Background: an optimization exercise with open tools, aiming at small area and few clock cycles. Do not read the settings as production practice.
Where RTL was checked, it was by simulation tests only, not by an equivalence proof against the original.
No functional check of the RTL was part of runs 2 and 5 to 7.
Power and IR drop assume default switching activity.

File: design/flow/run.sh
#!/bin/bash
# synth_recipe.tcl (not shown) runs the flow's synth.tcl, then flattens the netlist and writes it again
# the make line also repeats each setting of config.mk as NAME=value (left out here)
make -C /OpenROAD-flow-scripts/flow DESIGN_CONFIG=/design/flow/config.mk WORK_HOME=/design/flow/orfs CLKGATE_MAP_FILE= SYNTH_SCRIPT=/design/flow/synth_recipe.tcl finish
File: design/flow/config.mk
export PLATFORM = sky130hd
export DESIGN_NAME = min_max_column_decimator_top
export DESIGN_NICKNAME = min_max_column_decimator_top
export VERILOG_FILES = /design/flow/design.v
export SDC_FILE = /design/flow/constraint.sdc
export NUM_CORES = 4
export LEC_CHECK = 0
export CAP_MARGIN = 20
export CORE_MARGIN = 2
export CORE_UTILIZATION = 40
export SLEW_MARGIN = 20
File: design/flow/constraint.sdc
create_clock -name core_clock -period 10.0 [get_ports {i_clk}]
set_input_delay 2.0000 -clock core_clock [delete_from_list [all_inputs] [get_ports {i_clk}]]
set_output_delay 2.0000 -clock core_clock [all_outputs]
set_load 0.01 [all_outputs]
File: design/flow/design.v
`default_nettype none
package mmcd_pkg;
    localparam int N_BITS        = 24;
    localparam int W_BITS        = 13;
    localparam int COL_BITS      = 12;
    localparam int SAMPLE_BITS   = 16;
    localparam int CFG_IDX_BITS  = 2;
    localparam int CFG_DATA_BITS = 24;
    localparam int D_BITS        = N_BITS + 1;
    localparam logic [N_BITS-1:0]   RESET_TOTAL = N_BITS'(1024);
    localparam logic [COL_BITS-1:0] RESET_WM1   = COL_BITS'(512 - 1);
endpackage
`default_nettype wire
`default_nettype none
module min_max_column_decimator_top (
    input  wire logic                                i_clk,
    input  wire logic                                i_rst_n,
    input  wire logic                                i_cfg_we,
    input  wire logic [mmcd_pkg::CFG_IDX_BITS-1:0]   i_cfg_idx,
    input  wire logic [mmcd_pkg::CFG_DATA_BITS-1:0]  i_cfg_data,
    input  wire logic                                i_sample_valid,
    output      logic                                o_sample_ready,
    input  wire logic [mmcd_pkg::SAMPLE_BITS-1:0]    i_sample,
    output      logic                                o_result_valid,
    input  wire logic                                i_result_ready,
    output      logic [mmcd_pkg::COL_BITS-1:0]       o_result_column,
    output      logic [mmcd_pkg::SAMPLE_BITS-1:0]    o_result_low_peak,
    output      logic [mmcd_pkg::SAMPLE_BITS-1:0]    o_result_high_peak,
    output      logic                                o_result_run_last,
    output      logic                                o_result_frame_last
);
    localparam int NB = mmcd_pkg::N_BITS;
    localparam int CB = mmcd_pkg::COL_BITS;
    localparam int SB = mmcd_pkg::SAMPLE_BITS;
    localparam int DB = mmcd_pkg::D_BITS;
    logic [NB-1:0] r_n;        
    logic [CB-1:0] r_wc;       
    logic          r_rs;       
    logic          wr;
    logic [12:0]   wdat;
    logic          clamp;
    logic [CB-1:0] wm1;        
    assign wr   = i_cfg_we && (i_cfg_idx[1] == 1'b0);
    assign wdat = i_cfg_data[12:0];
    always_ff @(posedge i_clk) begin
        if (!i_rst_n) begin
            r_n  <= mmcd_pkg::RESET_TOTAL;
            r_wc <= mmcd_pkg::RESET_WM1;
        end else if (i_cfg_we && i_cfg_idx == 2'd0) begin
            r_n <= (i_cfg_data == '0) ? NB'(1) : i_cfg_data;
        end else if (i_cfg_we && i_cfg_idx == 2'd1) begin
            r_wc <= (wdat == '0) ? '0 : wdat[12] ? '1 : CB'(wdat - 1'b1);
        end
    end
    always_ff @(posedge i_clk) begin
        r_rs <= !i_rst_n || wr;
    end
    assign clamp = (r_n[NB-1:7] == '0) && (r_wc[CB-1:5] >= r_n[6:0]);
    assign wm1   = clamp ? {7'(r_n[6:0] - 1'b1), 5'h1f} : r_wc;
    logic          r_bv;
    logic [SB-1:0] r_bs;
    logic          pop;
    assign o_sample_ready = !r_bv || pop;
    always_ff @(posedge i_clk) begin
        if (!i_rst_n) r_bv <= 1'b0;
        else          r_bv <= (r_bv && !pop) || i_sample_valid;
    end
    always_ff @(posedge i_clk) begin
        if (o_sample_ready) r_bs <= i_sample;
    end
    logic [DB-1:0]        r_d;
    logic [CB-1:0]        r_c;
    logic                 r_has;
    logic signed [SB-1:0] r_min, r_max;
    logic                 act, close, fin, more, emit, fire, init;
    logic [DB-1:0]        a_op, n_op, t, u;
    logic [CB-1:0]        c_p1;
    logic signed [SB-1:0] s, a_min, a_max;
    assign s     = r_bs;
    assign act   = r_bv && !r_rs;
    assign close = !r_d[DB-1];
    assign fin   = (r_c == wm1) && (&r_d);
    assign init  = r_rs || fin;
    assign c_p1  = r_c + 1'b1;
    assign a_op = init ? '0 : r_d;
    assign n_op = (close || init) ? ~{1'b0, r_n} : '0;
    assign t    = a_op + n_op + DB'(close && !init);
    assign u    = t + DB'(wm1) + 1'b1;
    assign more = !t[DB-1] || ((c_p1 == wm1) && (&t));
    assign emit = act && (close || fin);
    assign fire = act && (!emit || i_result_ready);
    assign pop  = fire && !(close && more);
    assign a_min = (!r_has || s < r_min) ? s : r_min;
    assign a_max = (!r_has || s > r_max) ? s : r_max;
    always_ff @(posedge i_clk) begin
        if (r_rs) begin
            r_d   <= u;
            r_c   <= '0;
            r_has <= 1'b0;
        end else if (fire) begin
            if (close) begin
                r_d   <= more ? t : u;
                r_c   <= c_p1;
                r_has <= !more;
            end else if (fin) begin
                r_d   <= u;
                r_c   <= '0;
                r_has <= 1'b0;
            end else begin
                r_d   <= u;
                r_has <= 1'b1;
            end
        end
    end
    always_ff @(posedge i_clk) begin
        if (pop) begin
            r_min <= close ? s : a_min;
            r_max <= close ? s : a_max;
        end
    end
    assign o_result_valid      = emit;
    assign o_result_column     = r_c;
    assign o_result_low_peak   = close ? (r_has ? r_min : '0) : a_min;
    assign o_result_high_peak  = close ? (r_has ? r_max : '0) : a_max;
    assign o_result_run_last   = !close || !more;
    assign o_result_frame_last = !close;
endmodule
`default_nettype wire
==> flow_metrics.tcl, run 1 <==
set metrics [dict create \
    ys_async_sr_fraction 0 \
    peakVddDrop_v 0.000112 \
    synth_nets 1282 \
    clockBufferDepth 2 \
    drt_iter0_drc 729 \
    drt_pass1_iterations 5 \
    routed_wl_mm 27.9 \
    critPathCaptureType "output port" \
    fin_ws_ns 0.619 \
    final_common_cell "nand2_1" \
    vias 8925 \
    cp_slowest_stage_delay_ns 0.49 \
    finClkSkew_ns 0.0142 \
    htreeDepth 4 \
    power.density_nw_per_um2 246 \
    fin_crit_ns 9.38 \
    cts_buffers 17 \
    synth_warnings 1 \
    grt_util_met1 0.292 \
    antenna_found_initial 0 \
    wl_per_cell_microns 17.7 \
    hold_class "register to register" \
    max_slew.worst_pin.slew_ns 0.920 \
    cts_tree "yes" \
    place_congestion 0.909 \
    finalInstanceArea_sq_um 11800 \
    path_class "register to output port" \
    cp.arrival_ns 7.38 \
    syn_to_final_growth_pct 18.6 \
    power.leakage_nw 4.58 \
    die_w_microns 162 \
    drc 0 \
    cp-startpoint "r_n[2]" \
    ys_seq_area_frac 0.322 \
    synth_edf_count 73 \
    max_cap_viol_count 0 \
    grt_util_met2 0.349 \
    crit_required_ns 8.00 \
    clk_root_buffer_cell "clkbuf_16" \
    die_h_microns 162 \
    grt_first_pass_wirelength_mm 44.3 \
    synth_area_leaders "edfxtp_1 22%, dfxtp_1 10%, ha_1 9.7%, nand2_1 3.8%, nor2_1 3.7%" \
    overflow 0 \
    final_util 0.485 \
    drive_gt1_frac 0.0881 \
    design.portCount 95 \
    synth_top_area_frac 0.220 \
    fmax_mhz 107 \
    grt_busiest_layer "met2" \
    ys_ff_latch 124 \
    clk_latency_ns 0.43 \
    synth_top_area_cell "edfxtp_1" \
    hold_violations 0 \
    path_clk_slew_ns 0.06 \
    grt_usage 0.213 \
    setup_violations 0 \
    rows 57 \
    insertedDiodeCount 0 \
    cp_max_fo 10 \
    synth.avg_cell_area_sq_um 8.64 \
    grt_max_degree 39 \
    worstReg2RegStart "r_n[2]" \
    drv_slew 0 \
    coreArea_sq_um 24400 \
    slew_headroom 0.387 \
    met3_usage 0.0304 \
    post_cts_buffers 0 \
    start_util 0.409 \
    final_cell_mix "102 x nand2_1, 99 x nor2_1, 94 x clkdlybuf4s50_1" \
    min_period_over_period 0.938 \
    status "complete, no violations" \
    synth_cell_types 82 \
    slowest_stage "clkdlybuf4s50_1" \
    grt_pass1_vias 8403 \
    ant_nets 0 \
    nets 1362 \
    rsz0062_at_grt "no" \
    io_buffers 94 \
    synth-main-ff-cell "edfxtp_1" \
    placed_area_sq_um 11200 \
    vias_per_cell 5.68 \
    tns_ns 0 \
    synth_area_sq_um 9970 \
    synthCells 1155 \
    clkSinkCount 124 \
    worstHoldStart "r_n[5]" \
    crit_path_start_kind "register" \
    dieArea_sq_um 26200 \
    dpl_worst_slack_ns 0.789 \
    detailed_place_hpwl_mm 21.2 \
]
[flip-flops by register name (all words and copies together) (netlist names)]
register,count
r_c,12
r_bv,1
r_d,25
r_wc,12
r_bs,16
r_has,1
r_n,24
r_rs,1
r_min,16
r_max,16
[cell families (layout without fill, tap and decap cells)]
| family | Yosys count | in the layout | synth area share |
|---|---|---|---|
| buffers and inverters | 117 | 210 | 0.0488 |
| and+or+nand+nor | 417 | 417 | 0.217 |
| AOI/OAI and AO/OA | 327 | 327 | 0.222 |
| adders and majority gates | 80 | 80 | 0.103 |
| xor gates and xnor gates | 61 | 61 | 0.0536 |
| DFF | 124 | 124 | 0.322 |
| muxes | 29 | 29 | 0.0334 |
[per-stage QoR]
step	power, mW	hold WS (ns)	cells
2_1_floorplan	1.85	0.452	1155
3_3_place_gp	2.28	0.469	1540
3_5_place_dp	2.29	0.474	1540
4_1_cts	2.91	0.484	1572
5_1_grt	3.12	0.514	1572
6_report	2.91	0.481	1572
[per-layer routing]
layer  vias up  wire length (microns)  part of all wire
li1       4415                      -                 -
met2       245                  12900              0.46
met1      4236                  13100              0.47
met3        29                   1350             0.049
met5         -                      0                 0
met4         0                    468             0.017
[cells in the mapped netlist, drive strengths merged, types with 17 or more instances]
cell type,instances
a21boi,26
ha,77
nor2b,19
a21o,23
mux2,25
nor3,43
xnor2,33
clkbuf,38
nand3,24
inv,63
nand2,102
nand4,26
nor4,17
and2,31
xor2,28
a21oi,77
a22o,32
o21ai,82
nor2,100
edfxtp,73
dfxtp,51
[what timing repair did]
action | CTS | global route
setup endpoints to repair | 0 | 1
resized for setup | 0 | 3
hold buffers | 0 | 0
[power breakdown]
part / total, mW / switching (mW) / internal [mW] / leakage, nW
clock network: 0.613 / 0.246 / 0.367 / 0.276
logic: 1.55 / 0.854 / 0.695 / 3.18
registers: 0.750 / 0.0705 / 0.679 / 1.12
[worst max-delay path: cells and delay by family (launching register included)]
family                   cells  cell delay, ns
AO/OA/AOI/OAI                8            1.84
buffers and inverters        4            0.79
flip-flops                   1            0.43
XOR/XNOR                     1            0.34
adder cells (fa/ha/maj)      3            0.95
AND/OR/NAND/NOR             12            2.63
[final timing paths]
kind	to	slack [ns]	cells past startpoint
worst max register to register	r_min[10]	3.00	28
worst max-delay path	o_sample_ready	0.62	28
worst min-delay path	r_n[5]	0.48	2
worst min register to register	r_n[5]	0.48	2
[area by class of cell]
cell class              instances  area [sq um]
clock buffers                  18           429
multi-input cells             914          6300
repair buffers                115          1100
fillers                      2406         12600
clock inverters                14           145
flip-flops and latches        124          3210
well taps                     324           405
inverters                      63           236
Testbench counts, summed over its fixed seeds: cycles 149,496.
==> inputs of run 2 (changes only) <==
--- a/design/flow/design.v
+++ b/design/flow/design.v
@@ -69,60 +69,70 @@
         if (o_sample_ready) r_bs <= i_sample;
     end
-    logic [DB-1:0]        r_d;
-    logic [CB-1:0]        r_c;
-    logic                 r_has;
-    logic signed [SB-1:0] r_min, r_max;
-    logic                 act, close, fin, more, emit, fire, init;
-    logic [DB-1:0]        a_op, n_op, t, u;
-    logic [CB-1:0]        c_p1;
-    logic signed [SB-1:0] s, a_min, a_max;
+    function automatic logic [DB-1:0] add_d(input logic [DB-1:0] a,
+                                            input logic [DB-1:0] b,
+                                            input logic          ci);
+        logic cy;
+        cy = ci;
+        for (int k = 0; k < DB; k++) begin
+            add_d[k] = a[k] ^ b[k] ^ cy;
+            cy       = (a[k] & b[k]) | (cy & (a[k] ^ b[k]));
+        end
+    endfunction
+    function automatic logic lt_s(input logic [SB-1:0] a, input logic [SB-1:0] b);
+        logic bw, ak, bk;
+        bw = 1'b0;
+        for (int k = 0; k < SB; k++) begin
+            ak = (k == SB-1) ? !a[k] : a[k];
+            bk = (k == SB-1) ? !b[k] : b[k];
+            bw = (!ak & bk) | ((!ak | bk) & bw);
+        end
+        lt_s = bw;
+    endfunction
+    logic [DB-1:0] r_d;
+    logic [CB-1:0] r_c;
+    logic          r_has;
+    logic [SB-1:0] r_min, r_max;
+    logic          close, lastc, fin, init, nfin, emit, fire, take;
+    logic [DB-1:0] a_op, n_op, t, u;
+    logic [CB-1:0] c_p1;
+    logic [SB-1:0] s;
     assign s     = r_bs;
-    assign act   = r_bv && !r_rs;
     assign close = !r_d[DB-1];
-    assign fin   = (r_c == wm1) && (&r_d);
+    assign lastc = (r_c == wm1);
+    assign fin   = close && lastc;
     assign init  = r_rs || fin;
     assign c_p1  = r_c + 1'b1;
     assign a_op = init ? '0 : r_d;
-    assign n_op = (close || init) ? ~{1'b0, r_n} : '0;
-    assign t    = a_op + n_op + DB'(close && !init);
-    assign u    = t + DB'(wm1) + 1'b1;
-    assign more = !t[DB-1] || ((c_p1 == wm1) && (&t));
-    assign emit = act && (close || fin);
-    assign fire = act && (!emit || i_result_ready);
-    assign pop  = fire && !(close && more);
-    assign a_min = (!r_has || s < r_min) ? s : r_min;
-    assign a_max = (!r_has || s > r_max) ? s : r_max;
+    assign n_op = (close || r_rs) ? ~{1'b0, r_n} : '0;
+    assign t    = add_d(a_op, n_op, close && !init);
+    assign u    = add_d(t, DB'(wm1), 1'b1);
+    assign nfin = (c_p1 == wm1) && !u[DB-1];
+    assign emit = !r_rs && close && (lastc || r_bv);
+    assign fire = !r_rs && (emit ? i_result_ready : r_bv);
+    assign take = !close || t[DB-1];
+    assign pop  = fire && !fin && take;
     always_ff @(posedge i_clk) begin
-        if (r_rs) begin
+        if (init && (r_rs || fire)) begin
             r_d   <= u;
             r_c   <= '0;
             r_has <= 1'b0;
         end else if (fire) begin
-            if (close) begin
-                r_d   <= more ? t : u;
-                r_c   <= c_p1;
-                r_has <= !more;
-            end else if (fin) begin
-                r_d   <= u;
-                r_c   <= '0;
-                r_has <= 1'b0;
-            end else begin
-                r_d   <= u;
-                r_has <= 1'b1;
-            end
+            r_d   <= take ? u : t;
+            r_has <= take;
+            if (close) r_c <= c_p1;
         end
     end
     always_ff @(posedge i_clk) begin
         if (pop) begin
-            r_min <= close ? s : a_min;
-            r_max <= close ? s : a_max;
+            if (close || !r_has || lt_s(s, r_min)) r_min <= s;
+            if (close || !r_has || lt_s(r_max, s)) r_max <= s;
         end
     end
     assign o_result_valid      = emit;
     assign o_result_column     = r_c;
-    assign o_result_low_peak   = close ? (r_has ? r_min : '0) : a_min;
-    assign o_result_high_peak  = close ? (r_has ? r_max : '0) : a_max;
-    assign o_result_run_last   = !close || !more;
-    assign o_result_frame_last = !close;
+    assign o_result_low_peak   = r_has ? r_min : '0;
+    assign o_result_high_peak  = r_has ? r_max : '0;
+    assign o_result_run_last   = fin || (t[DB-1] && !nfin);
+    assign o_result_frame_last = lastc;
 endmodule
 `default_nettype wire
==> run 2 against run 1 <==
The layout now fails its checks (setup timing). Core utilization increased by 11 points. Register-to-register slack worse by 5.2 ns. Total power is 13% lower. Highest routed layer unchanged. Clock skew down 0.0058 ns. Fmax decreased by 34%. Worst hold slack got worse by 0.015 ns. First-iteration DRC count decreased by 40%. Combinational power shrank 26%. Critical path depth increased by 21. Global-route usage hardly changed. Clock power is 9.5% higher. Critical path type unchanged. Routed wire length shrank 22%.
==> flow_metrics.tcl, run 2 <==
set metrics [dict create \
    status "complete, but fails checks" \
    violations "setup timing" \
    worstReg2RegStart "r_wc[5]" \
    cpMostUsedCell "fa_2" \
    tns_ns -150.77 \
    synth_cell_types 65 \
    cp-startpoint "r_wc[5]" \
    peakVddDrop_v 0.000144 \
    total_power_mw 2.54 \
    coreArea_sq_um 19500 \
    synth_area_sq_um 7980 \
    detailed_place_hpwl_mm 15.5 \
    clk_latency_ns 0.43 \
    finClkSkew_ns 0.00842 \
    cp_max_fo 5 \
    final_common_cell "nand2_1" \
    synth-main-ff-cell "edfxtp_1" \
    vias_per_cell 5.12 \
    insertedDiodeCount 0 \
    routed_wl_mm 21.8 \
    path_class "register to output port" \
    synth_common_cells "131 x nand2_1, 73 x edfxtp_1, 59 x inv_1" \
    placed_area_sq_um 10100 \
    worstHoldStart "r_n[6]" \
    power.density_nw_per_um2 220 \
    grt_first_pass_wirelength_mm 35.9 \
    clockBufferDepth 2 \
    wl_per_cell_microns 16.3 \
    nets 1165 \
    syn_to_final_growth_pct 44.7 \
    power.leakage_nw 4.57 \
    ys_async_sr_fraction 0 \
    htreeDepth 4 \
    clkSinkCount 124 \
    hold_class "register to register" \
    die_w_microns 145 \
    cts_buffers 17 \
    vias 6843 \
    crit_path_start_kind "register" \
    critPathCaptureType "output port" \
    final_cell_mix "113 x nand2_1, 112 x buf_4, 92 x clkdlybuf4s50_1" \
    drive_gt1_frac 0.279 \
    cp_slowest_stage_delay_ns 0.43 \
    ant_nets 0 \
    synth_warnings 1 \
    fmax_mhz 70.1 \
    crit_required_ns 8.00 \
    antenna_found_initial 0 \
    dieArea_sq_um 21100 \
    slowest_stage "fa_2" \
    drc 0 \
    largest_reg_flops 25 \
    post-synth-top-count-cell "nand2_1" \
    final_util 0.591 \
    finalInstanceArea_sq_um 11500 \
    clk_root_buffer_cell "clkbuf_16" \
    io_buffers 94 \
    drt_pass1_iterations 5 \
    grt_pass1_vias 6841 \
    slew_headroom 0.354 \
    design.portCount 95 \
    fin_crit_ns 14.26 \
    grt_max_degree 39 \
    max_slew.worst_pin.slew_ns 0.966 \
    die_h_microns 145 \
    drv_slew 0 \
    dpl_worst_slack_ns -4.32 \
    ys_ff_latch 124 \
    cts_tree "yes" \
    max_cap_viol_count 0 \
    hold_violations 0 \
    fin_ws_ns -4.26 \
    overflow 0 \
    start_util 0.409 \
    synth_area_leaders "edfxtp_1 27%, dfxtp_1 13%, fa_1 8.8%, nand2_1 6.2%, ha_1 3.8%" \
    path_clk_slew_ns 0.06 \
    synthCells 846 \
    synth_top_area_frac 0.275 \
    cp.arrival_ns 12.26 \
    place_congestion 0.888 \
    top_regs "r_d (25), r_n (24)" \
    synth.avg_cell_area_sq_um 9.43 \
    rows 51 \
    setup_violations 77 \
    rsz0062_at_grt "yes" \
    min_period_over_period 1.43 \
    synth_nets 952 \
    ys_seq_area_frac 0.403 \
    top_register "r_d" \
    synth_top_area_cell "edfxtp_1" \
    synth_edf_count 73 \
    grt_usage 0.213 \
    drt_iter0_drc 437 \
]
[run 2: area by class of cell]
cell class                 count  area, sq um
inverter                      59          224
clock inverter                15          210
tap                          265          332
fill                        1670         7980
multi-input combinational    621         4860
sequential                   124         3220
timing repair buffer         236         2270
clock buffer                  17          425
[run 2: report_power, final]
group          total, mW  switching [mW]  internal, mW
combinational       1.15           0.577         0.578
sequential         0.717          0.0422         0.675
clock              0.671           0.250         0.421
[run 2: stage by stage]
step / std cells / hold WS, ns
3_5_place_dp: 1275 / 0.461
6_report: 1337 / 0.466
4_1_cts: 1330 / 0.469
3_3_place_gp: 1275 / 0.455
5_1_grt: 1337 / 0.482
2_1_floorplan: 846 / 0.443
[run 2: critical path: cells and delay by family (launching register included)]
family | cells | cell delay, ns
fa+ha+maj | 26 | 8.59
compound gates | 7 | 1.11
simple gates | 8 | 1.09
buf+inv | 7 | 0.62
flops | 1 | 0.33
xor+xnor | 1 | 0.13
[run 2: logic make-up (layout without fill, tap and decap cells)]
kind of cell             count (synthesis)  count (layout)  synth area share
flip-flops                             124             124             0.403
adder cells (fa/ha/maj)                 74              74             0.145
AND/OR/NAND/NOR                        342             342             0.215
XOR/XNOR                                39              39            0.0428
buffers and inverters                  102             327            0.0500
multiplexers                             5               5           0.00690
AO/OA/AOI/OAI                          160             161             0.137
[run 2: per-layer routing]
layer / track usage / vias up / wire length, microns
li1: - / 3365 / -
met1: 0.289 / 3275 / 10000
met4: 0.0755 / 0 / 452
met3: 0.0403 / 37 / 936
met2: 0.343 / 166 / 10400
met5: 0 / - / 0
[run 2: what timing repair did]
| item | CTS | global route |
|---|---|---|
| gates resized for setup | 107 | 38 |
| setup endpoints to repair | 77 | 77 |
| setup buffers | 17 | 17 |
| hold buffers | 0 | 0 |
| cloned | 7 | 0 |
| pin swaps | 21 | 12 |
[run 2: path summary, 6_finish.rpt]
| check | to | slack [ns] | depth (start not counted) |
|---|---|---|---|
| setup reg to reg | r_d[12] | -2.15 | 55 |
| hold reg to reg | r_n[6] | 0.47 | 2 |
| hold / removal | r_n[6] | 0.47 | 2 |
| setup / recovery | o_result_run_last | -4.26 | 49 |
==> inputs of run 3 (changes only) <==
--- a/design/flow/design.v
+++ b/design/flow/design.v
@@ -92,6 +92,8 @@
     logic [CB-1:0] r_c;
     logic          r_has;
+    logic          r_lastc;    
+    logic          r_nle;      
     logic [SB-1:0] r_min, r_max;
-    logic          close, lastc, fin, init, nfin, emit, fire, take;
+    logic          close, fin, init, pen, emit, fire, take, sel;
     logic [DB-1:0] a_op, n_op, t, u;
     logic [CB-1:0] c_p1;
@@ -99,26 +101,31 @@
     assign s     = r_bs;
     assign close = !r_d[DB-1];
-    assign lastc = (r_c == wm1);
-    assign fin   = close && lastc;
+    assign fin   = close && r_lastc;
     assign init  = r_rs || fin;
     assign c_p1  = r_c + 1'b1;
+    assign pen   = (c_p1 == wm1);
     assign a_op = init ? '0 : r_d;
     assign n_op = (close || r_rs) ? ~{1'b0, r_n} : '0;
     assign t    = add_d(a_op, n_op, close && !init);
     assign u    = add_d(t, DB'(wm1), 1'b1);
-    assign nfin = (c_p1 == wm1) && !u[DB-1];
-    assign emit = !r_rs && close && (lastc || r_bv);
+    assign take = r_d[NB-1:0] < r_n;
+    assign sel  = !close || take;
+    assign emit = !r_rs && close && (r_lastc || r_bv);
     assign fire = !r_rs && (emit ? i_result_ready : r_bv);
-    assign take = !close || t[DB-1];
-    assign pop  = fire && !fin && take;
+    assign pop  = fire && !fin && sel;
     always_ff @(posedge i_clk) begin
-        if (init && (r_rs || fire)) begin
-            r_d   <= u;
-            r_c   <= '0;
-            r_has <= 1'b0;
+        if (r_rs || (fire && init)) begin
+            r_d     <= u;
+            r_has   <= 1'b0;
+            r_nle   <= !u[DB-1] || (&u);
         end else if (fire) begin
-            r_d   <= take ? u : t;
-            r_has <= take;
-            if (close) r_c <= c_p1;
+            r_d     <= sel ? u : t;
+            r_has   <= sel;
+        end
+    end
+    always_ff @(posedge i_clk) begin
+        if (r_rs || (fire && close)) begin
+            r_c     <= init ? '0 : c_p1;
+            r_lastc <= init ? (wm1 == '0) : pen;
         end
     end
@@ -133,6 +140,6 @@
     assign o_result_low_peak   = r_has ? r_min : '0;
     assign o_result_high_peak  = r_has ? r_max : '0;
-    assign o_result_run_last   = fin || (t[DB-1] && !nfin);
-    assign o_result_frame_last = lastc;
+    assign o_result_run_last   = fin || (take && !(pen && r_nle));
+    assign o_result_frame_last = r_lastc;
 endmodule
 `default_nettype wire
--- a/design/flow/config.mk
+++ b/design/flow/config.mk
@@ -8,4 +8,4 @@
 export CAP_MARGIN = 20
 export CORE_MARGIN = 2
-export CORE_UTILIZATION = 40
+export CORE_UTILIZATION = 70
 export SLEW_MARGIN = 20
==> run 3 against run 2 <==
Now clean on timing, DRC and antenna. Setup slack improved by 4.4 ns. Cell count decreased by 17%. Global-route usage increased by 16 points. Critical path depth decreased by 13. Core utilization increased by 29 points. Fmax increased by 45%. Sequential share of layout area increased by 5.6 points. Critical endpoint is now r_nle.
==> flow_metrics.tcl, run 3 <==
set metrics [dict create \
    io_buffers 94 \
    worstHoldStart "r_n[21]" \
    die_w_microns 114 \
    clockBufferDepth 2 \
    cts_tree "yes" \
    drv_slew 0 \
    overflow 0 \
    final_util 0.878 \
    vias_per_cell 6.54 \
    detailed_place_hpwl_mm 16.3 \
    peakVddDrop_v 0.000190 \
    die_h_microns 114 \
    largest_reg_flops 25 \
    synth_area_leaders "edfxtp_1 31%, dfxtp_1 9.3%, fa_1 8.3%, ha_1 7.0%, nand2_1 5.1%" \
    start_util 0.726 \
    nets 1085 \
    seqPwrFrac 0.313 \
    rows 39 \
    critPathCaptureType "register" \
    hold_class "register to register" \
    setup_violations 0 \
    synthCells 858 \
    p_switching_mw 1.05 \
    routed_wl_mm 23.6 \
    placed_area_sq_um 9470 \
    worstReg2RegStart "r_lastc" \
    drt_iter0_drc 994 \
    final_common_cell "nand2_1" \
    hold_violations 0 \
    synthMuxAreaShare 0.0310 \
    max_slew.worst_pin.slew_ns 1.08 \
    synth_common_cells "114 x nand2_1, 87 x edfxtp_1, 83 x inv_1" \
    dieArea_sq_um 12900 \
    reg2reg_depth 36 \
    drc 0 \
    synth_top_family_by_area "simple AND/OR/NAND/NOR gates" \
    top_register "r_d" \
    switching_share 0.381 \
    insertedDiodeCount 0 \
    drive_gt1_frac 0.0774 \
    grt_max_degree 40 \
    synth_warnings 1 \
    slew_headroom 0.277 \
    ys_async_sr_fraction 0 \
    design.portCount 95 \
    syn_to_final_growth_pct 21.0 \
    slowest_stage "or4_1" \
    power_frac_comb 0.443 \
    synth_edf_count 87 \
    htreeDepth 4 \
    fmax_mhz 102 \
    synth_top_area_frac 0.311 \
    wl_per_cell_microns 21.2 \
    fin_crit_ns 9.83 \
    synth_area_sq_um 8400 \
    synth_cell_types 65 \
    cpMostUsedCell "fa_1" \
    clk_root_buffer_cell "clkbuf_16" \
    place_congestion 0.966 \
    grt_first_pass_wirelength_mm 36.9 \
    post-synth-top-count-cell "nand2_1" \
    synth-simple-area-share 0.201 \
    ys_ff_latch 126 \
    antenna_found_initial 0 \
    yosys.area_share.adder 0.162 \
    drt_pass1_iterations 11 \
    power.leakage_nw 4.00 \
    grt_pass1_vias 7250 \
    synth.avg_cell_area_sq_um 9.79 \
    crit_required_ns 10.32 \
    finalInstanceArea_sq_um 10200 \
    synth-main-ff-cell "edfxtp_1" \
    min_path_cells 2 \
    grt_usage 0.372 \
    min_period_over_period 0.983 \
    cts_buffers 17 \
    clkSinkCount 126 \
    final_cell_mix "114 x nand2_1, 93 x clkdlybuf4s50_1, 87 x edfxtp_1" \
    clk_latency_ns 0.45 \
    top_regs "r_d (25), r_n (24)" \
    hold_buffers 0 \
    max_cap_viol_count 0 \
    synth_compound_area_frac 0.108 \
    synth_nets 987 \
    crit_path_start_kind "register" \
    rrSetupSlack_ns 0.17 \
    clockPowerShare 0.244 \
    path_clk_slew_ns 0.07 \
    ant_nets 0 \
    power.density_nw_per_um2 271 \
    coreArea_sq_um 11600 \
    ys_seq_area_frac 0.404 \
    min_to "r_n[21]" \
    r2r-end "r_nle" \
    finClkSkew_ns 0.0135 \
    cp_max_fo 3 \
    vias 7273 \
    synth_top_area_cell "edfxtp_1" \
    cp.arrival_ns 10.15 \
    path_class "register to register" \
    synth-xor-area-share 0.0437 \
    internal_power_mw 1.71 \
    tns_ns 0 \
    status "complete, no violations" \
    cp_slowest_stage_delay_ns 0.56 \
]
## run 3: cell count changes after synthesis, moves of 17 or more
cell / before / now
nor2_1: 33 / 63
inv_1: 59 / 83
nand2b_1: 41 / 17
ha_1: 24 / 47
nand2_1: 131 / 114
## run 3: through the flow
stage          instances  hold WS, ns  worst slack (ns)  power [mW]
3_5_place_dp        1075        0.476            0.0650        2.01
4_1_cts             1107        0.492            0.0403        2.69
5_1_grt             1112        0.513           -0.0156        2.90
6_report            1112        0.493             0.168        2.76
3_3_place_gp        1075        0.458             0.398        1.92
2_1_floorplan        858        0.443             0.412        1.60
## run 3: final cells by class
| type | instances | area [sq um] |
|---|---|---|
| Inverter | 83 | 312 |
| Tap cell | 143 | 179 |
| Sequential cell | 126 | 3390 |
| Timing Repair Buffer | 108 | 1040 |
| Clock inverter | 13 | 189 |
| Fill cell | 526 | 1410 |
| Multi-Input combinational cell | 620 | 4610 |
| Clock buffer | 19 | 433 |
## run 3: how the worst max path moves through the flow
stage	end	slack, ns	cells after the start	start
final	r_nle	0.17	36	r_lastc
after global routing	r_nle	-0.02	36	r_lastc
after CTS	r_nle	0.04	35	r_lastc
after detailed placement	r_nle	0.06	35	r_lastc
after global placement	r_nle	0.40	35	r_lastc
after floorplan	r_nle	0.41	35	r_lastc
## run 3: routing by layer
layer / up-vias / global-route usage / routed length [microns]
met5: - / 0 / 0
met4: 0 / 0.189 / 1180
met3: 128 / 0.0914 / 2400
met2: 545 / 0.624 / 11400
met1: 3400 / 0.449 / 8580
li1: 3200 / - / -
## run 3: timing repair
action                     in CTS  in global routing
pin swaps                       0                  1
resized for setup               1                  9
cloned                          0                  1
setup endpoints to repair       1                  3
setup buffers                   0                  4
## run 3: critical path, delay by kind of cell, from the launching register on
kind / cells / cell delay (ns)
buf+inv: 6 / 0.42
compound gates: 1 / 0.15
flops: 1 / 0.47
fa+ha+maj: 24 / 7.43
simple gates: 5 / 1.26
## run 3: kinds of logic (layout without fill, tap and decap cells)
kind of cell               Yosys count  after routing
AOI/OAI and AO/OA                  128            128
xor gates and xnor gates            37             37
adders and majority gates           89             89
buffers and inverters              112            223
DFF                                126            126
muxes                               24             24
and+or+nand+nor                    342            342
## run 3: power by group through the flow
| stage | sequential, mW | combinational, mW | clock, mW |
|---|---|---|---|
| finish | 0.863 | 1.22 | 0.672 |
| global route | 0.873 | 1.33 | 0.692 |
| CTS | 0.855 | 1.17 | 0.666 |
| detailed placement | 0.861 | 1.15 | 0 |
| global placement | 0.851 | 1.07 | 0 |
| floorplan | 0.821 | 0.778 | 0 |
Testbench counts of run 3, summed over its fixed seeds: cycles 149,558.
==> inputs of run 4 (changes only) <==
--- a/design/flow/config.mk
+++ b/design/flow/config.mk
@@ -8,4 +8,4 @@
 export CAP_MARGIN = 20
 export CORE_MARGIN = 2
-export CORE_UTILIZATION = 70
+export CORE_UTILIZATION = 40
 export SLEW_MARGIN = 20
==> run 4 against run 3 <==
Still clean on timing, DRC and antenna. Total power fell by 5.2%. Non-clock buffer count rose by 3. Clock skew is essentially flat. Core utilization down 37 points. Fmax up 2.2%. Register-to-register slack improved by 0.21 ns. Combinational power is 6% lower. Routed wire length shrank 9.9%. Synthesized cell count unchanged. Cell count up 12%. Global-route usage is 17 points lower.
==> flow_metrics.tcl, run 4 <==
set metrics [dict create \
    drv_slew 0 \
    path_class "register to register" \
    synth.avg_cell_area_sq_um 9.79 \
    vias 6538 \
    cts_buffers 17 \
    synth_area_sq_um 8400 \
    critPathCaptureType "register" \
    grt_first_pass_wirelength_mm 34.0 \
    crit_buf_inv 6 \
    ys_seq_area_frac 0.404 \
    nets 1088 \
    io_buffers 94 \
    post-synth-top-count-cell "nand2_1" \
    cpMostUsedCell "fa_1" \
    synth_cell_types 65 \
    synth_top_area_frac 0.311 \
    clk_root_buffer_cell "clkbuf_16" \
    path_clk_slew_ns 0.06 \
    routed_wl_mm 21.2 \
    slew_headroom 0.403 \
    grt_pass1_vias 6446 \
    die_h_microns 149 \
    setup_violations 0 \
    synth-main-ff-cell "edfxtp_1" \
    rows 52 \
    cp.arrival_ns 9.92 \
    antenna_found_initial 0 \
    ant_nets 0 \
    synth_nets 987 \
    hold_violations 0 \
    dieArea_sq_um 22200 \
    synthCells 858 \
    coreArea_sq_um 20400 \
    detailed_place_hpwl_mm 16.2 \
    synth_common_cells "114 x nand2_1, 87 x edfxtp_1, 83 x inv_1" \
    internal_power_mw 1.63 \
    synth_edf_count 87 \
    grt_usage 0.197 \
    rsz0062_at_grt "no" \
    start_util 0.411 \
    syn_to_final_growth_pct 22.8 \
    top_register "r_d" \
    drt_pass1_iterations 5 \
    grt_max_degree 40 \
    seqPwrFrac 0.328 \
    cp_max_fo 5 \
    max_cap_viol_count 0 \
    finalNonFillerCells 1242 \
    peakVddDrop_v 0.000138 \
    fin_crit_ns 9.62 \
    clk_latency_ns 0.43 \
    dp.cells 1205 \
    clockPowerShare 0.234 \
    power_frac_comb 0.439 \
    overflow 0 \
    final_common_cell "nand2_1" \
    wl_per_cell_microns 17.1 \
    largest_reg_flops 25 \
    tns_ns 0 \
    place_congestion 0.893 \
    crit_path_start_kind "register" \
    top_regs "r_d (25), r_n (24)" \
    final_cell_mix "114 x nand2_1, 94 x clkdlybuf4s50_1, 87 x edfxtp_1" \
    ys_ff_latch 126 \
    max_slew.worst_pin.slew_ns 0.894 \
    power.leakage_nw 4.00 \
    status "complete, no violations" \
    drive_gt1_frac 0.0782 \
    die_w_microns 149 \
    switching_share 0.376 \
    htreeDepth 4 \
    cp_slowest_stage_delay_ns 0.54 \
    vias_per_cell 5.26 \
    critPathTopFamily "adder cells" \
    ys_async_sr_fraction 0 \
    min_period_over_period 0.962 \
    fmax_mhz 104 \
    synth_area_leaders "edfxtp_1 31%, dfxtp_1 9.3%, fa_1 8.3%, ha_1 7.0%, nand2_1 5.1%" \
    crit_required_ns 10.29 \
    synth_top_area_cell "edfxtp_1" \
    cts_tree "yes" \
    drt_iter0_drc 329 \
    p_switching_uw 983 \
    drc 0 \
    power.density_nw_per_um2 253 \
    clkSinkCount 126 \
    hold_class "register to register" \
    design.portCount 95 \
    clockBufferDepth 2 \
    slowest_stage "or4_1" \
    synth_warnings 1 \
    hold_buffers 0 \
    finClkSkew_ns 0.0136 \
    insertedDiodeCount 0 \
]
run 4: stage by stage:
stage	setup slack [ns]	cell area (sq um)	hold WS [ns]	power, mW	utilization
2_1_floorplan	0.412	8400	0.443	1.60	-
3_3_place_gp	0.325	9650	0.453	1.98	0.473
3_5_place_dp	0.104	9650	0.464	1.99	0.473
4_1_cts	0.0808	10200	0.474	2.62	0.501
5_1_grt	0.0179	10300	0.486	2.82	0.505
6_report	0.376	10300	0.471	2.61	0.505
run 4: what timing repair did:
item / in CTS / in global routing
setup endpoints to repair: 0 / 3
endpoints found under the hold margin: 0 / 0
resized for setup: 0 / 11
setup buffers: 0 / 4
run 4: metal layers:
layer,share of wire,global-route usage,vias up
met4,0.011,0.0500,0
li1,-,-,3212
met5,0,0,-
met1,0.48,0.274,3121
met2,0.46,0.317,183
met3,0.049,0.0388,22
run 4: worst min-delay path, cell delays in order (launching register included):
cell and delay, ns:
dfxtp_1 0.31, nand2_1 0.05, a21boi_0 0.07
run 4: cell families after synthesis:
kind of cell,Yosys count,synth area share
AND/OR/NAND/NOR,342,0.201
AO/OA/AOI/OAI,128,0.108
flip-flops,126,0.404
buffers and inverters,112,0.0510
adder cells (fa/ha/maj),89,0.162
XOR/XNOR,37,0.0437
multiplexers,24,0.0310
run 4: power groups by stage:
stage | logic [mW] | registers, mW | clock network [mW]
finish | 1.15 | 0.857 | 0.611
global route | 1.30 | 0.873 | 0.643
CTS | 1.14 | 0.856 | 0.627
detailed placement | 1.13 | 0.863 | 0
global placement | 1.12 | 0.863 | 0
floorplan | 0.778 | 0.821 | 0
run 4: layout make-up:
class | instances | area (sq um)
fillers | 1981 | 10100
multi-input cells | 620 | 4600
flip-flops and latches | 126 | 3390
repair buffers | 111 | 1090
clock buffers | 17 | 425
well taps | 270 | 338
inverters | 83 | 312
clock inverters | 15 | 154
run 4: worst paths after layout:
check / cells past startpoint / startpoint / endpoint / slack, ns
worst max-delay path: 36 / r_lastc / r_nle / 0.38
worst min-delay path: 2 / r_n[12] / r_n[12] / 0.47
worst max register to register: 36 / r_lastc / r_nle / 0.38
worst min register to register: 2 / r_n[12] / r_n[12] / 0.47
==> inputs of run 5 (changes only) <==
--- a/design/flow/design.v
+++ b/design/flow/design.v
@@ -94,6 +94,7 @@
     logic          r_lastc;    
     logic          r_nle;      
+    logic          r_rs2;      
     logic [SB-1:0] r_min, r_max;
-    logic          close, fin, init, pen, emit, fire, take, sel;
+    logic          close, fin, pen, emit, fire, take, sel;
     logic [DB-1:0] a_op, n_op, t, u;
     logic [CB-1:0] c_p1;
@@ -102,30 +103,29 @@
     assign close = !r_d[DB-1];
     assign fin   = close && r_lastc;
-    assign init  = r_rs || fin;
     assign c_p1  = r_c + 1'b1;
     assign pen   = (c_p1 == wm1);
-    assign a_op = init ? '0 : r_d;
+    assign a_op = r_rs ? '0 : r_d;
     assign n_op = (close || r_rs) ? ~{1'b0, r_n} : '0;
-    assign t    = add_d(a_op, n_op, close && !init);
+    assign t    = add_d(a_op, n_op, close && !r_rs);
     assign u    = add_d(t, DB'(wm1), 1'b1);
     assign take = r_d[NB-1:0] < r_n;
-    assign sel  = !close || take;
+    assign sel  = r_rs || !close || (take && !r_lastc);
     assign emit = !r_rs && close && (r_lastc || r_bv);
     assign fire = !r_rs && (emit ? i_result_ready : r_bv);
     assign pop  = fire && !fin && sel;
     always_ff @(posedge i_clk) begin
-        if (r_rs || (fire && init)) begin
-            r_d     <= u;
-            r_has   <= 1'b0;
-            r_nle   <= !u[DB-1] || (&u);
-        end else if (fire) begin
-            r_d     <= sel ? u : t;
-            r_has   <= sel;
+        if (r_rs || fire) begin
+            r_d   <= sel ? u : t;
+            r_has <= sel && !r_rs;
         end
     end
     always_ff @(posedge i_clk) begin
+        r_rs2 <= r_rs;
+        if (r_rs2) r_nle <= !r_d[DB-1] || (&r_d);
+    end
+    always_ff @(posedge i_clk) begin
         if (r_rs || (fire && close)) begin
-            r_c     <= init ? '0 : c_p1;
-            r_lastc <= init ? (wm1 == '0) : pen;
+            r_c     <= (r_rs || fin) ? '0 : c_p1;
+            r_lastc <= (r_rs || fin) ? (wm1 == '0) : pen;
         end
     end
==> design/flow/flow/run.sh (new file) <==
#!/bin/bash
# The standard layout (the standard.sh: standard synthesis, floorplan, place, CTS, route),
# with one change: buffer_ports gives each input and output port a sky130_fd_sc_hd__buf_1
# rather than the default buffer cell. Make's full output goes to standard.log here; ORFS's own
# per-step logs stay under orfs/logs.
set -euo pipefail
export BUFFER_PORTS_ARGS="-buffer_cell sky130_fd_sc_hd__buf_1"
bash standard.sh > standard.log 2>&1
==> design/flow/standard.sh (new file) <==
#!/bin/bash
# synth_recipe.tcl (not shown) runs the flow's synth.tcl, then flattens the netlist and writes it again
# the make line also repeats each setting of config.mk as NAME=value (left out here)
make -C /OpenROAD-flow-scripts/flow DESIGN_CONFIG=/design/flow/config.mk WORK_HOME=/design/flow/orfs CLKGATE_MAP_FILE= SYNTH_SCRIPT=/design/flow/synth_recipe.tcl "${@:-finish}"
--- a/design/flow/config.mk
+++ b/design/flow/config.mk
@@ -9,3 +9,4 @@
 export CORE_MARGIN = 2
 export CORE_UTILIZATION = 40
+export CTS_BUF_LIST = sky130_fd_sc_hd__clkbuf_2 sky130_fd_sc_hd__clkbuf_4
 export SLEW_MARGIN = 20
removed: design/flow/run.sh
==> run 5 against run 4 <==
Critical path type unchanged. Clock-buffer cell count grew 2. Largest cell class unchanged. Core utilization is 4.3 points lower. Setup slack worse by 0.12 ns. Via count is 4.8% lower. Largest power group unchanged. Clock skew up 0.0020 ns. Global-route usage down 1.7 points. Design area fell by 9.6%. Fmax shrank 1.3%. Critical path depth down 5. Critical endpoint is now r_d[23]. Cell count decreased by 1.2%. Routed wire length is 12% lower. Sequential power shrank 4.1%.
==> flow_metrics.tcl, run 5 <==
set metrics [dict create \
    status "complete, no violations" \
    ys_seq_area_frac 0.417 \
    crit_path_start_kind "register" \
    clk_latency_ns 0.54 \
    place_congestion 0.833 \
    cp.arrival_ns 10.05 \
    start_util 0.407 \
    grt_first_pass_wirelength_mm 31.0 \
    finClkSkew_ns 0.0155 \
    syn_to_final_growth_pct 13.5 \
    fillers 1995 \
    fmax_mhz 103 \
    die_h_microns 147 \
    routed_wl_mm 18.8 \
    design.portCount 95 \
    cpMostUsedCell "fa_2" \
    min_period_over_period 0.975 \
    cp-startpoint "r_d[24]" \
    path_clk_slew_ns 0.11 \
    io_buffers 94 \
    clk_root_buffer_cell "clkbuf_4" \
    ys_ff_latch 127 \
    drc 0 \
    clockPowerShare 0.187 \
    r2r-end "r_d[23]" \
    cts_tree "yes" \
    max_slew.worst_pin.slew_ns 1.03 \
    slew_headroom 0.309 \
    detailed_place_hpwl_mm 14.4 \
    grt_usage 0.180 \
    rsz0062_at_grt "no" \
    drv_slew 0 \
    dp.cells 1193 \
    ys_async_sr_fraction 0 \
    post-synth-top-count-cell "nand2_1" \
    power_frac_comb 0.423 \
    coreArea_sq_um 20200 \
    drive_gt1_frac 0.0962 \
    nets 1072 \
    final-seq-area_sq_um 3420 \
    hold_violations 0 \
    cp_max_fo 3 \
    fin_crit_ns 9.75 \
    reg2reg_depth 31 \
    placed_area_sq_um 8970 \
    synth.avg_cell_area_sq_um 9.79 \
    internal_power_mw 1.32 \
    hold_class "register to register" \
    setup_violations 0 \
    top_regs "r_d (25), r_n (24)" \
    finalNonFillerCells 1227 \
    hold_buffers 0 \
    hold_ws_ns 0.444 \
    synthCells 839 \
    htreeDepth 4 \
    synth_top_area_cell "edfxtp_1" \
    drt_iter0_drc 265 \
    drt_pass1_iterations 4 \
    vias 6221 \
    min_path_cells 0 \
    path_class "register to register" \
    power.leakage_nw 3.59 \
    synth_top_area_frac 0.322 \
    power.density_nw_per_um2 226 \
    p_switching_uw 790 \
    final_common_cell "nand2_1" \
    final_util 0.462 \
    synth_edf_count 88 \
    multi_input_comb_area_sq_um 4420 \
    grt_max_degree 48 \
    synth-main-ff-cell "edfxtp_1" \
    synth_cell_types 61 \
    critPathCaptureType "register" \
    rows 52 \
    finalInstanceArea_sq_um 9320 \
    grt_busiest_layer "met2" \
    top_register "r_d" \
    wl_per_cell_microns 15.3 \
    max_cap_viol_count 0 \
    met3_usage 0.0394 \
    worstHoldStart "r_rs2" \
    clockBufferDepth 2 \
    clkSinkCount 127 \
    die_w_microns 147 \
    synth_area_leaders "edfxtp_1 32%, dfxtp_1 9.5%, fa_1 8.5%, ha_1 7.2%, nand2_1 5.3%" \
    total_power_mw 2.11 \
    largest_reg_flops 25 \
    grt_pass1_vias 6147 \
    grt_util_met1 0.243 \
    final_cell_mix "117 x nand2_1, 94 x buf_1, 88 x edfxtp_1" \
    overflow 0 \
    ant_nets 0 \
    vias_per_cell 5.07 \
    synth_warnings 1 \
    synth_area_sq_um 8210 \
    antenna_found_initial 1 \
    peakVddDrop_v 0.0000781 \
    min_to "r_nle" \
    synth_common_cells "117 x nand2_1, 88 x edfxtp_1, 85 x inv_1" \
    cts_buffers 17 \
    worstReg2RegStart "r_d[24]" \
    rrSetupSlack_ns 0.25 \
    crit_required_ns 10.30 \
    cp_slowest_stage_delay_ns 0.44 \
    seqPwrFrac 0.390 \
    switching_share 0.375 \
    slowest_stage "edfxtp_1" \
    synth_nets 968 \
    grt_util_met2 0.294 \
    dieArea_sq_um 21700 \
]
==> run 5: cell count changes in the layout (fill, tap and decap cells not counted), sizes merged, moves of 8 or more <==
| cell | delta |
|---|---|
| nor2b | +9 |
| buf | +97 |
| a21o | +8 |
| nor2 | -15 |
| nand2b | +25 |
| nand3 | -17 |
| clkdlybuf4s50 | -94 |
| and2 | -14 |
| mux2 | -13 |
| o21ai | +10 |
| maj3 | +8 |
==> run 5: critical path: cells and delay by family, from the launching register on <==
kind / cells / cell delay, ns
flops: 1 / 0.44
mux: 1 / 0.26
simple gates: 2 / 0.19
fa+ha+maj: 25 / 8.44
buf+inv: 3 / 0.20
==> run 5: per-layer routing <==
layer,up-vias,part of all wire
met5,-,0
met4,0,0.012
met3,16,0.047
met2,140,0.46
met1,2969,0.48
li1,3096,-
==> run 5: power by group through the flow <==
stage | clock (mW) | sequential, mW | combinational [mW]
2_1_floorplan | 0 | 0.799 | 0.656
5_1_grt | 0.429 | 0.838 | 1.06
6_report | 0.395 | 0.822 | 0.893
4_1_cts | 0.407 | 0.822 | 0.905
3_5_place_dp | 0 | 0.832 | 0.890
3_3_place_gp | 0 | 0.835 | 0.863
==> run 5: worst max path at each step <==
| stage | endpoint | slack (ns) | cells after the start |
|---|---|---|---|
| floorplan | r_d[23] | 0.03 | 31 |
| global placement | r_d[23] | -0.14 | 31 |
| detailed placement | r_d[23] | -0.27 | 31 |
| CTS | r_d[23] | 0.02 | 31 |
| global route | r_d[23] | 0.01 | 31 |
| finish | r_d[23] | 0.25 | 31 |
==> run 5: cells by family after synthesis <==
| logic type | Yosys count | share of synthesized area |
|---|---|---|
| flip-flops | 127 | 0.417 |
| AND/OR/NAND/NOR | 327 | 0.199 |
| buffers and inverters | 114 | 0.0523 |
| AO/OA/AOI/OAI | 134 | 0.112 |
| multiplexers | 4 | 0.00533 |
| XOR/XNOR | 36 | 0.0384 |
| adder cells (fa/ha/maj) | 97 | 0.176 |
==> run 5: layout make-up <==
class,count,area share
well taps,270,0.0362
diodes,1,0.000268
repair buffers,114,0.0540
flip-flops and latches,127,0.367
multi-input cells,598,0.475
clock inverters,13,0.0183
inverters,85,0.0342
clock buffers,19,0.0153
==> run 5: repair_timing <==
action,CTS,global route
pin swaps,2,2
setup endpoints to repair,2,2
gates resized for setup,6,5
buffers inserted,1,0
==> run 5: through the flow <==
step | setup slack (ns) | setup TNS (ns)
after floorplan | 0.0251 | 0
after global placement | -0.138 | -0.138
after detailed placement | -0.275 | -0.332
after CTS | 0.0155 | 0
after global routing | 0.0107 | 0
final | 0.253 | 0
==> inputs of run 6 (changes only) <==
--- a/design/flow/design.v
+++ b/design/flow/design.v
@@ -89,4 +89,12 @@
         lt_s = bw;
     endfunction
+    function automatic logic lt_u(input logic [NB-1:0] a, input logic [NB-1:0] b);
+        logic bw;
+        bw = 1'b0;
+        for (int k = 0; k < NB; k++) begin
+            bw = (!a[k] & b[k]) | ((!a[k] | b[k]) & bw);
+        end
+        lt_u = bw;
+    endfunction
     logic [DB-1:0] r_d;
     logic [CB-1:0] r_c;
@@ -107,7 +115,7 @@
     assign a_op = r_rs ? '0 : r_d;
     assign n_op = (close || r_rs) ? ~{1'b0, r_n} : '0;
-    assign t    = add_d(a_op, n_op, close && !r_rs);
+    assign t    = a_op + n_op + DB'(close && !r_rs);
     assign u    = add_d(t, DB'(wm1), 1'b1);
-    assign take = r_d[NB-1:0] < r_n;
+    assign take = t[DB-1];
     assign sel  = r_rs || !close || (take && !r_lastc);
     assign emit = !r_rs && close && (r_lastc || r_bv);
--- a/design/flow/config.mk
+++ b/design/flow/config.mk
@@ -9,4 +9,4 @@
 export CORE_MARGIN = 2
 export CORE_UTILIZATION = 40
-export CTS_BUF_LIST = sky130_fd_sc_hd__clkbuf_2 sky130_fd_sc_hd__clkbuf_4
+export CTS_BUF_LIST = sky130_fd_sc_hd__clkbuf_4
 export SLEW_MARGIN = 20
==> run 6 against run 5 <==
Still clean on timing, DRC and antenna. Clock skew up 0.0061 ns. Worst hold slack better by 0.0048 ns. Synthesized cell count down 0.72%. Total power down 3.1%. Die area up 0.12%.
==> flow_metrics.tcl, run 6 <==
set metrics [dict create \
    status "complete, no violations" \
    coreArea_sq_um 20200 \
    fmax_mhz 115 \
    drt_iter0_drc 368 \
    drc 0 \
    design.portCount 95 \
    max_slew.worst_pin.slew_ns 0.916 \
    internal_power_mw 1.27 \
    switching_share 0.380 \
    crit_path_start_kind "register" \
    cp.arrival_ns 8.96 \
    hold_ws_ns 0.449 \
    cts_tree "yes" \
    synth_cell_types 76 \
    cp_slowest_stage_delay_ns 0.49 \
    synth_edf_count 88 \
    path_class "register to register" \
    slowest_stage "edfxtp_1" \
    synth_top_area_frac 0.321 \
    multi_input_comb_area_sq_um 4500 \
    crit_required_ns 10.30 \
    synth_warnings 1 \
    seqPwrFrac 0.390 \
    wl_per_cell_microns 15.3 \
    grt_usage 0.175 \
    detailed_place_hpwl_mm 14.1 \
    cp_max_fo 25 \
    rows 52 \
    ant_nets 0 \
    rsz0062_at_grt "no" \
    fin_crit_ns 8.67 \
    die_w_microns 147 \
    cts_resized 0 \
    finClkSkew_ns 0.0217 \
    dpl_worst_slack_ns 1.32 \
    ys_async_sr_fraction 0 \
    syn_to_final_growth_pct 11.2 \
    synth_top_area_cell "edfxtp_1" \
    ys_seq_area_frac 0.416 \
    p_switching_uw 777 \
    synth_nets 940 \
    drive_gt1_frac 0.0733 \
    tns_ns 0 \
    peakVddDrop_v 0.0000957 \
    grt_first_pass_wirelength_mm 30.2 \
    routed_wl_mm 18.5 \
    crit_buf_inv 7 \
    path_clk_slew_ns 0.11 \
    top_register "r_d" \
    min_period_over_period 0.867 \
    antenna_found_initial 0 \
    start_util 0.406 \
    power.density_nw_per_um2 224 \
    slew_headroom 0.374 \
    fillers 2009 \
    critPathCaptureType "register" \
    synth_area_leaders "edfxtp_1 32%, dfxtp_1 9.5%, ha_1 7.2%, nand2_1 4.0%, xnor2_1 3.9%" \
    insertedDiodeCount 0 \
    clockPowerShare 0.173 \
    synth-main-ff-cell "edfxtp_1" \
    ys_ff_latch 127 \
    setup_violations 0 \
    dieArea_sq_um 21700 \
    synthCells 833 \
    grt_pass1_vias 5930 \
    final-seq-area_sq_um 3420 \
    nets 1035 \
    power.leakage_nw 3.43 \
    hold_violations 0 \
    vias_per_cell 5.18 \
    post-synth-top-count-cell "edfxtp_1" \
    synth_common_cells "88 x edfxtp_1, 87 x nand2_1, 74 x nor2_1" \
    grt_max_degree 39 \
    overflow 0 \
    post_cts_buffers 0 \
    drv_slew 0 \
    cts_buffers 17 \
    synth_area_sq_um 8220 \
    final_common_cell "buf_1" \
    max_cap_viol_count 0 \
    final_cell_mix "94 x buf_1, 88 x edfxtp_1, 87 x nand2_1" \
    place_congestion 0.845 \
    die_h_microns 147 \
    hold_buffers 0 \
    io_buffers 94 \
    power_frac_comb 0.437 \
    synth.avg_cell_area_sq_um 9.87 \
    clkSinkCount 127 \
    clk_root_buffer_cell "clkbuf_4" \
    htreeDepth 4 \
    clockBufferDepth 2 \
    top_regs "r_d (25), r_n (24)" \
    hold_class "register to register" \
    clk_latency_ns 0.54 \
    critPathTopFamily "adder cells" \
    drt_pass1_iterations 5 \
    largest_reg_flops 25 \
    vias 6278 \
    fin_ws_ns 1.33 \
]
[run 6: power groups by stage]
stage	Clock [mW]	Combinational [mW]	Sequential (mW)
2_1_floorplan	0	0.704	0.785
3_3_place_gp	0	0.886	0.808
3_5_place_dp	0	0.896	0.808
4_1_cts	0.368	0.901	0.799
5_1_grt	0.387	1.02	0.815
6_report	0.355	0.893	0.798
[run 6: logic make-up after synthesis]
family                     share of synthesized area
AOI/OAI and AO/OA                              0.126
buffers and inverters                         0.0376
muxes                                         0.0415
and+or+nand+nor                                0.200
xor gates and xnor gates                      0.0639
DFF                                            0.416
adders and majority gates                      0.115
[run 6: path summary, 6_finish.rpt]
check,depth (start not counted),startpoint,slack (ns),to
worst max-delay path,35,r_d[24],1.33,r_d[23]
worst min-delay path,0,r_rs2,0.45,r_nle
worst max register to register,35,r_d[24],1.33,r_d[23]
worst min register to register,0,r_rs2,0.45,r_nle
[run 6: final cells by class]
class                   count  area share
multi-input cells         631       0.493
inverters                  47      0.0193
repair buffers            104      0.0468
well taps                 270      0.0370
clock buffers              18      0.0148
flip-flops and latches    127       0.374
clock inverters            14      0.0152
[run 6: stage by stage]
stage	total power, mW	instance area [sq um]	cells	utilization
after global routing	2.22	9140	1211	0.452
after detailed placement	1.70	8870	1179	0.438
final	2.05	9140	1211	0.452
after global placement	1.69	8870	1179	0.438
after floorplan	1.49	8220	833	-
after CTS	2.07	9140	1211	0.452
[run 6: worst reg2reg max path, delay by kind of cell (launching register included)]
family | cells | cell delay (ns)
fa+ha+maj | 24 | 6.53
buf+inv | 7 | 0.64
flops | 1 | 0.49
xor+xnor | 1 | 0.30
mux | 1 | 0.28
simple gates | 2 | 0.21
[run 6: layer usage]
layer / share of wire / GRT usage / vias to the layer above
li1: - / - / 3146
met1: 0.50 / 0.252 / 2981
met2: 0.45 / 0.271 / 138
met3: 0.043 / 0.0329 / 13
met4: 0.012 / 0.0442 / 0
met5: 0 / 0 / -
==> inputs of run 7 (changes only) <==
--- a/design/flow/config.mk
+++ b/design/flow/config.mk
@@ -9,4 +9,4 @@
 export CORE_MARGIN = 2
 export CORE_UTILIZATION = 40
-export CTS_BUF_LIST = sky130_fd_sc_hd__clkbuf_4
+export CTS_BUF_LIST = sky130_fd_sc_hd__clkbuf_4 sky130_fd_sc_hd__clkbuf_8
 export SLEW_MARGIN = 20
==> run 7 against run 6 <==
Still clean. Flip-flop and latch count did not move. Sequential power barely moved. First-iteration DRC count fell by 0.82%. Routed wire length fell by 0.12%. Core utilization rose by 0.58 points. Clock power rose by 26%. Setup slack got worse by 0.015 ns. Clock skew fell by 0.0053 ns.
==> flow_metrics.tcl, run 7 <==
set metrics [dict create \
    status "complete, no violations" \
    slew_headroom 0.346 \
    grt_max_degree 39 \
    synth_area_sq_um 8220 \
    grt_first_pass_wirelength_mm 30.3 \
    drt_iter0_drc 365 \
    synth-xor-area-share 0.0639 \
    min_period_over_period 0.868 \
    synth-main-ff-cell "edfxtp_1" \
    clockPowerShare 0.208 \
    yosys.area_share.adder 0.115 \
    slowest_stage "edfxtp_1" \
    cp_slowest_stage_delay_ns 0.48 \
    power.density_nw_per_um2 231 \
    synth_area_leaders "edfxtp_1 32%, dfxtp_1 9.5%, ha_1 7.2%, nand2_1 4.0%, xnor2_1 3.9%" \
    worstReg2RegStart "r_d[24]" \
    cp.arrival_ns 8.88 \
    tns_ns 0 \
    clk_latency_ns 0.45 \
    drive_gt1_frac 0.0733 \
    routed_wl_mm 18.5 \
    finClkSkew_ns 0.0163 \
    synth_top_area_cell "edfxtp_1" \
    htreeDepth 4 \
    switching_share 0.369 \
    drc 0 \
    finalNonFillerCells 1211 \
    hold_violations 0 \
    clk_root_buffer_cell "clkbuf_8" \
    seqPwrFrac 0.374 \
    rows 52 \
    post-synth-top-count-cell "edfxtp_1" \
    detailed_place_hpwl_mm 14.1 \
    grt_usage 0.175 \
    dieArea_sq_um 21700 \
    peakVddDrop_v 0.000101 \
    final_common_cell "buf_1" \
    die_h_microns 147 \
    power_frac_comb 0.418 \
    cp_max_fo 25 \
    setup_violations 0 \
    crit_path_start_kind "register" \
    synth-simple-area-share 0.200 \
    syn_to_final_growth_pct 12.6 \
    synthMuxAreaShare 0.0415 \
    power.leakage_nw 3.48 \
    fin_crit_ns 8.68 \
    clkSinkCount 127 \
    vias_per_cell 5.15 \
    final_cell_mix "94 x buf_1, 88 x edfxtp_1, 87 x nand2_1" \
    overflow 0 \
    place_congestion 0.845 \
    clockBufferDepth 2 \
    internal_power_mw 1.35 \
    synth_cell_types 76 \
    cts_tree "yes" \
    ys_async_sr_fraction 0 \
    dp.cells 1179 \
    design.portCount 95 \
    ant_nets 0 \
    cp-startpoint "r_d[24]" \
    drt_pass1_iterations 5 \
    io_buffers 94 \
    hold_buffers 0 \
    post_cts_buffers 0 \
    path_clk_slew_ns 0.08 \
    reg2reg_depth 35 \
    vias 6241 \
    synth_top_area_frac 0.321 \
    grt_pass1_vias 5965 \
    cts_resized 0 \
    die_w_microns 147 \
    top_register "r_d" \
    crit_end "r_d[23]" \
    start_util 0.406 \
    max_slew.worst_pin.slew_ns 0.957 \
    max_cap_viol_count 0 \
    antenna_found_initial 0 \
    path_class "register to register" \
    synthCells 833 \
    p_switching_uw 788 \
    ys_ff_latch 127 \
    synth.avg_cell_area_sq_um 9.87 \
    largest_reg_flops 25 \
    crit_required_ns 10.20 \
    fmax_mhz 115 \
    synth_common_cells "88 x edfxtp_1, 87 x nand2_1, 74 x nor2_1" \
    drv_slew 0 \
    ys_seq_area_frac 0.416 \
    coreArea_sq_um 20200 \
    r2r-end "r_d[23]" \
    synth_edf_count 88 \
    rsz0062_at_grt "no" \
    synth_warnings 1 \
    synth_nets 940 \
    fillers 1980 \
    hold_class "register to register" \
    rrSetupSlack_ns 1.32 \
    wl_per_cell_microns 15.3 \
    synth_compound_area_frac 0.126 \
    insertedDiodeCount 0 \
    synth_top_family_by_area "simple AND/OR/NAND/NOR gates" \
    critPathCaptureType "register" \
    nets 1035 \
    cts_buffers 17 \
    top_regs "r_d (25), r_n (24)" \
]
## run 7: cell families (layout without fill, tap and decap cells)
kind of cell    count (synthesis)  in the layout
compound gates                144            144
xor+xnor                       60             60
fa+ha+maj                      70             70
buf+inv                        75            183
flops                         127            127
mux                            30             30
simple gates                  327            327
## run 7: power groups by stage
stage | combinational, mW | sequential [mW] | clock, mW
6_report | 0.894 | 0.799 | 0.446
5_1_grt | 1.02 | 0.815 | 0.477
4_1_cts | 0.901 | 0.799 | 0.458
3_5_place_dp | 0.896 | 0.808 | 0
3_3_place_gp | 0.886 | 0.808 | 0
2_1_floorplan | 0.704 | 0.785 | 0
## run 7: metrics by stage
step                setup slack (ns)  hold slack, ns   util  total power [mW]  area, sq um
floorplan                       1.83           0.367      -              1.49         8220
global placement                1.46           0.416  0.438              1.69         8870
detailed placement              1.32           0.421  0.438              1.70         8870
CTS                             1.30           0.438  0.458              2.16         9260
global route                   0.849           0.442  0.458              2.31         9260
finish                          1.32           0.428  0.458              2.14         9260
## run 7: worst min-delay path by stage
stage,startpoint,end,slack [ns],cells after the start
detailed placement,r_rs2,r_nle,0.42,0
floorplan,r_rs,r_rs2,0.37,0
CTS,r_rs2,r_nle,0.44,0
global route,r_rs2,r_nle,0.44,0
global placement,r_rs2,r_nle,0.42,0
finish,r_rs2,r_nle,0.43,0
## run 7: metal layers
layer | vias up | GRT usage | wire length (microns) | share of wire
li1 | 3146 | - | - | -
met1 | 2947 | 0.252 | 9290 | 0.50
met5 | - | 0 | 0 | 0
met3 | 16 | 0.0311 | 742 | 0.040
met2 | 132 | 0.272 | 8220 | 0.44
met4 | 0 | 0.0471 | 242 | 0.013
## run 7: final cells by class
type	instances	area [sq um]	share of cell area
clock buffers	19	255	0.0276
flip-flops and latches	127	3420	0.370
multi-input cells	631	4500	0.486
well taps	270	338	0.0365
inverters	47	176	0.0191
clock inverters	13	135	0.0146
repair buffers	104	428	0.0462
## run 7: worst max-delay path: cells and delay by family, from the launching register on
kind	cells	cell delay, ns
xor gates and xnor gates	1	0.30
adders and majority gates	24	6.51
buffers and inverters	7	0.64
DFF	1	0.48
muxes	1	0.28
and+or+nand+nor	2	0.22

==> port drivers added, routing unchanged <==
The results above use ideal ports. As a check the final layouts listed here were re-extracted and re-timed, cells and wires unchanged.
Step 1: set_driving_cell puts a clkbuf_16 on i_clk and a buf_2 on each other input, an assumption about the parent block.
Step 2, shift: input delay + t, output delay - t, t = (earliest + latest rising clock arrival at the registers) / 2. This alone moves slack from input paths to output paths.
Slacks: ideal ports / drivers / drivers and shift; pairs: ideal ports / drivers.
| run | t, ns | slack for setup (ns) | worst hold slack (ns) | worst register clock-pin slew, ns | pins driven straight from the clock port |
|---|---|---|---|---|---|
| run 1 | 0.471 | 0.619 / 0.568 / 1.039 | 0.481 / 0.481 / 0.481 | 0.06 / 0.06 | 1 |
| run 2 | 0.469 | -4.264 / -4.310 / -3.841 | 0.466 / 0.466 / 0.466 | 0.06 / 0.06 | 1 |
| run 3 | 0.484 | 0.168 / 0.168 / 0.168 | 0.493 / 0.493 / 0.493 | 0.07 / 0.07 | 1 |
| run 4 | 0.463 | 0.376 / 0.376 / 0.376 | 0.471 / 0.471 / 0.471 | 0.07 / 0.07 | 1 |
| run 5 | 0.570 | 0.253 / 0.253 / 0.253 | 0.444 / 0.444 / 0.444 | 0.12 / 0.12 | 1 |
| run 6 | 0.569 | 1.333 / 1.333 / 1.333 | 0.449 / 0.449 / 0.449 | 0.12 / 0.12 | 1 |
| run 7 | 0.480 | 1.318 / 1.318 / 1.318 | 0.428 / 0.428 / 0.428 | 0.08 / 0.08 | 1 |
